From an optimization exercise on the open Yosys and OpenROAD flow, aimed at small area and a short achievable clock period; shortcuts taken in it are not production practice.
In this exercise RTL edits were held to simulation tests only and were not proved equivalent to the original.
Power and IR drop assume default switching activity.

==> run B <==
Design sdfm_regmap, start of the top module:
module sdfm_regmap
(
  input  logic                    SYSCLK,
  input  logic                    SYSRSTn,
  input  logic [16-1:0] addr,
  input  logic                    wr,
  input  logic                    rd,
  input  logic [32-1:0]  wdata,
  output logic [32-1:0]  rdata,    
  input  logic [63:0]             filt_data_out,
  input  logic [1:0]              filt_data_update,
  input  logic [63:0]             comp_data_out,
  input  logic [1:0]              comp_data_update,
  input  logic [1:0]              comp_data_low,
  input  logic [1:0]              comp_data_high,
  output logic                    reg_rsten,
  output logic                    reg_clken,
  output logic [15:0]             reg_filtdec,
  output logic [3:0]              reg_filtmode,
  output logic [7:0]              reg_filtdiv,
  output logic [1:0]              reg_filten,
  output logic [1:0]              reg_filtask,
  output logic [3:0]              reg_filtst,
  output logic [9:0]              reg_filtsh,
  output logic [15:0]             reg_compdec,
  output logic [3:0]              reg_compmode,
  output logic [7:0]              reg_compdiv,
  output logic [1:0]              reg_compen,
  output logic [1:0]              reg_compsen,
  output logic [3:0]              reg_compst,
  output logic [1:0]              reg_compilen,
  output logic [1:0]              reg_compihen,
  output logic [1:0]              reg_complclrflg,
  output logic [1:0]              reg_comphclrflg,
  output logic [63:0]             reg_compltrd,
  output logic [63:0]             reg_comphtrd,
  output logic                    irq
);
  logic       dev_ok;
  logic [5:0] widx;
  logic [16:0] sel;      
  logic [16:0] wsel;     
  assign dev_ok = (addr[15:8] == 8'h07) && (addr[1:0] == 2'b00);
  assign widx   = addr[7:2];
  always_comb
    for (int k = 0; k < 17; k++)
      sel[k] = (widx == k[5:0]);
  assign wsel = (wr && dev_ok) ? sel : '0;
  logic [16:0] ws, wh;
  assign ws = SYSRSTn ? wsel  : '0;
  assign wh = SYSRSTn ? ~wsel : '0;
  logic        mien;
  logic [63:0] fdata, cdata;
  logic [1:0]  fs, fh, cs, ch;
  assign fs = SYSRSTn ? filt_data_update  : 2'b00;
  assign fh = SYSRSTn ? ~filt_data_update : 2'b00;
  assign cs = SYSRSTn ? comp_data_update  : 2'b00;
  assign ch = SYSRSTn ? ~comp_data_update : 2'b00;
  ...
==> flow/config.mk <==
export PLATFORM = sky130hd
export DESIGN_NAME = sdfm_regmap
export DESIGN_NICKNAME = sdfm_regmap
export VERILOG_FILES = /design/flow/design.v
export SDC_FILE = /design/flow/constraint.sdc
export NUM_CORES = 4
export LEC_CHECK = 0
export CAP_MARGIN = 5
export CORE_MARGIN = 2
export CORE_UTILIZATION = 40
export SETUP_SLACK_MARGIN = 3.3
export SLEW_MARGIN = 5
export SYNTH_HIERARCHICAL = 1
==> flow/constraint.sdc <==
create_clock -name core_clock -period 8.0 [get_ports {SYSCLK}]
set_input_delay 1.6000 -clock core_clock [delete_from_list [all_inputs] [get_ports {SYSCLK}]]
set_output_delay 1.6000 -clock core_clock [all_outputs]
set_load 0.01 [all_outputs]
standard.sh (not shown) runs the stock make flow with config.mk's settings and CLKGATE_MAP_FILE= SYNTH_SCRIPT=/design/flow/synth_recipe.tcl, a recipe that flattens the netlist after the stock synthesis.
==> flow/flow/run.sh <==
#!/bin/bash
# standard layout with plain buf_1 port buffers and a lighter clock tree
set -euo pipefail
export BUFFER_PORTS_ARGS="-buffer_cell sky130_fd_sc_hd__buf_1"
export CTS_ARGS="-sink_clustering_enable -repair_clock_nets -dont_use_dummy_load -buf_list sky130_fd_sc_hd__clkbuf_8 -sink_clustering_size 16 -sink_clustering_max_diameter 50"
bash standard.sh > standard.log 2>&1
==> inputs of run F, as changes to run B <==
CAP_MARGIN = 20   (was 5)
CORE_UTILIZATION = 65   (was 40)
PLACE_DENSITY = 0.75   (was unset)
SETUP_SLACK_MARGIN = 3.5   (was 3.3)
SLEW_MARGIN = 20   (was 5)
==> flow_results.xml <==
<?xml version="1.0" encoding="UTF-8"?>
<metrics>
  <group name="status">
    <metric name="outcome" unit="">no timing/DRC/antenna violations</metric>
  </group>
  <group name="routing">
    <metric name="via_count" unit="">13800</metric>
    <metric name="m1_wl" unit="mm">24.6</metric>
  </group>
  <group name="cts">
    <metric name="cts_setup_buffers" unit="">3</metric>
    <metric name="clk_transition_reported_paths" unit="ps">50</metric>
  </group>
  <group name="critical_path">
    <metric name="worstPathCellList" unit="">clkbuf_4 &gt; buf_12 &gt; buf_4 &gt; nand3_2 &gt; nor2_4 &gt; nand2_1 &gt; nand3_1 &gt; o41a_1 &gt; buf_2</metric>
    <metric name="critPathLaunch" unit="">addr[4]</metric>
  </group>
  <group name="finish">
    <metric name="n_clock_buffer" unit="">40</metric>
    <metric name="nFillCells" unit="">3119</metric>
    <metric name="final_core_util" unit="%">52.3</metric>
  </group>
  <group name="pwr">
    <metric name="pwr_density_cell" unit="nW/um^2">184</metric>
    <metric name="comb-power" unit="mW">0.246</metric>
    <metric name="p_comb_share" unit="%">7.9</metric>
  </group>
  <group name="place">
    <metric name="numPlacedInstances" unit="">2275</metric>
  </group>
  <group name="floorplanning">
    <metric name="die_h" unit="um">186</metric>
    <metric name="die_area" unit="um^2">34600</metric>
  </group>
  <group name="sta">
    <metric name="max_freq" unit="GHz">0.213</metric>
  </group>
  <group name="hold_path">
    <metric name="hp-start" unit="">g_ch[0].u_cdata.q[26]$_DFF_P_</metric>
  </group>
</metrics>
(the above is from run B)
==> flow_results.xml <==
<?xml version="1.0" encoding="UTF-8"?>
<metrics>
  <group name="status">
    <metric name="outcome" unit="">no timing/DRC/antenna violations</metric>
  </group>
  <group name="routing">
    <metric name="m1_wl" unit="mm">19.0</metric>
    <metric name="via_count" unit="">15200</metric>
  </group>
  <group name="floorplanning">
    <metric name="die_h" unit="um">147</metric>
    <metric name="die_area" unit="um^2">21500</metric>
    <metric name="effective_utilization_at_floorplan" unit="%">65.9</metric>
  </group>
  <group name="cts">
    <metric name="cts_setup_buffers" unit="">9</metric>
    <metric name="cts-root-to-sink-buffers" unit="">3</metric>
    <metric name="clk_transition_reported_paths" unit="ps">70</metric>
  </group>
  <group name="pwr">
    <metric name="comb-power" unit="mW">0.279</metric>
    <metric name="p_comb_share" unit="%">9.2</metric>
    <metric name="pwr_density_cell" unit="nW/um^2">175</metric>
  </group>
  <group name="hold_path">
    <metric name="hp-start" unit="">g_ch[1].u_fdata.q[14]$_DFF_P_</metric>
  </group>
  <group name="sta">
    <metric name="max_freq" unit="GHz">0.216</metric>
  </group>
  <group name="critical_path">
    <metric name="critPathLaunch" unit="">addr[2]</metric>
  </group>
  <group name="place">
    <metric name="numPlacedInstances" unit="">2097</metric>
  </group>
  <group name="finish">
    <metric name="final_core_util" unit="%">85.9</metric>
    <metric name="n_clock_buffer" unit="">31</metric>
  </group>
</metrics>
(the above is from run F)

## what the ideal ports hide
No port has a modelled driver above. Below, the same layouts with a new extraction and two added sets of constraints. Step 1 (the two cells are an assumption about what drives the block):
set clk [get_ports {SYSCLK}]
set_driving_cell -lib_cell sky130_fd_sc_hd__clkbuf_16 $clk
set_driving_cell -lib_cell sky130_fd_sc_hd__buf_2 [delete_from_list [all_inputs] $clk]
Step 2 adds t to the input delays and takes it off the output delays; t is the mean of the earliest and latest rising clock arrival at the registers after step 1. Input paths then give back, and output paths get back, about the clock's delay inside the block. a / b / c = no drivers / after step 1 / after step 2; a / b = the first two.
| run | shift t [ns] | setup slack, ns | hold WS [ns] | latest minus earliest clock arrival (ns) | worst data-port slew with drivers (ns) |
|---|---|---|---|---|---|
| run B | 0.615 | 3.313 / 3.242 / 3.242 | 0.470 / 0.470 / 0.470 | 0.099 / 0.099 | 0.11 |
| run F | 0.643 | 3.371 / 3.235 / 3.235 | 0.478 / 0.478 / 0.478 | 0.030 / 0.030 | 0.24 |
After both steps every run listed still meets setup and hold. For run F, which loses most, drivers alone change the setup slack by -0.136 ns; drivers and shift together by -0.136 ns.
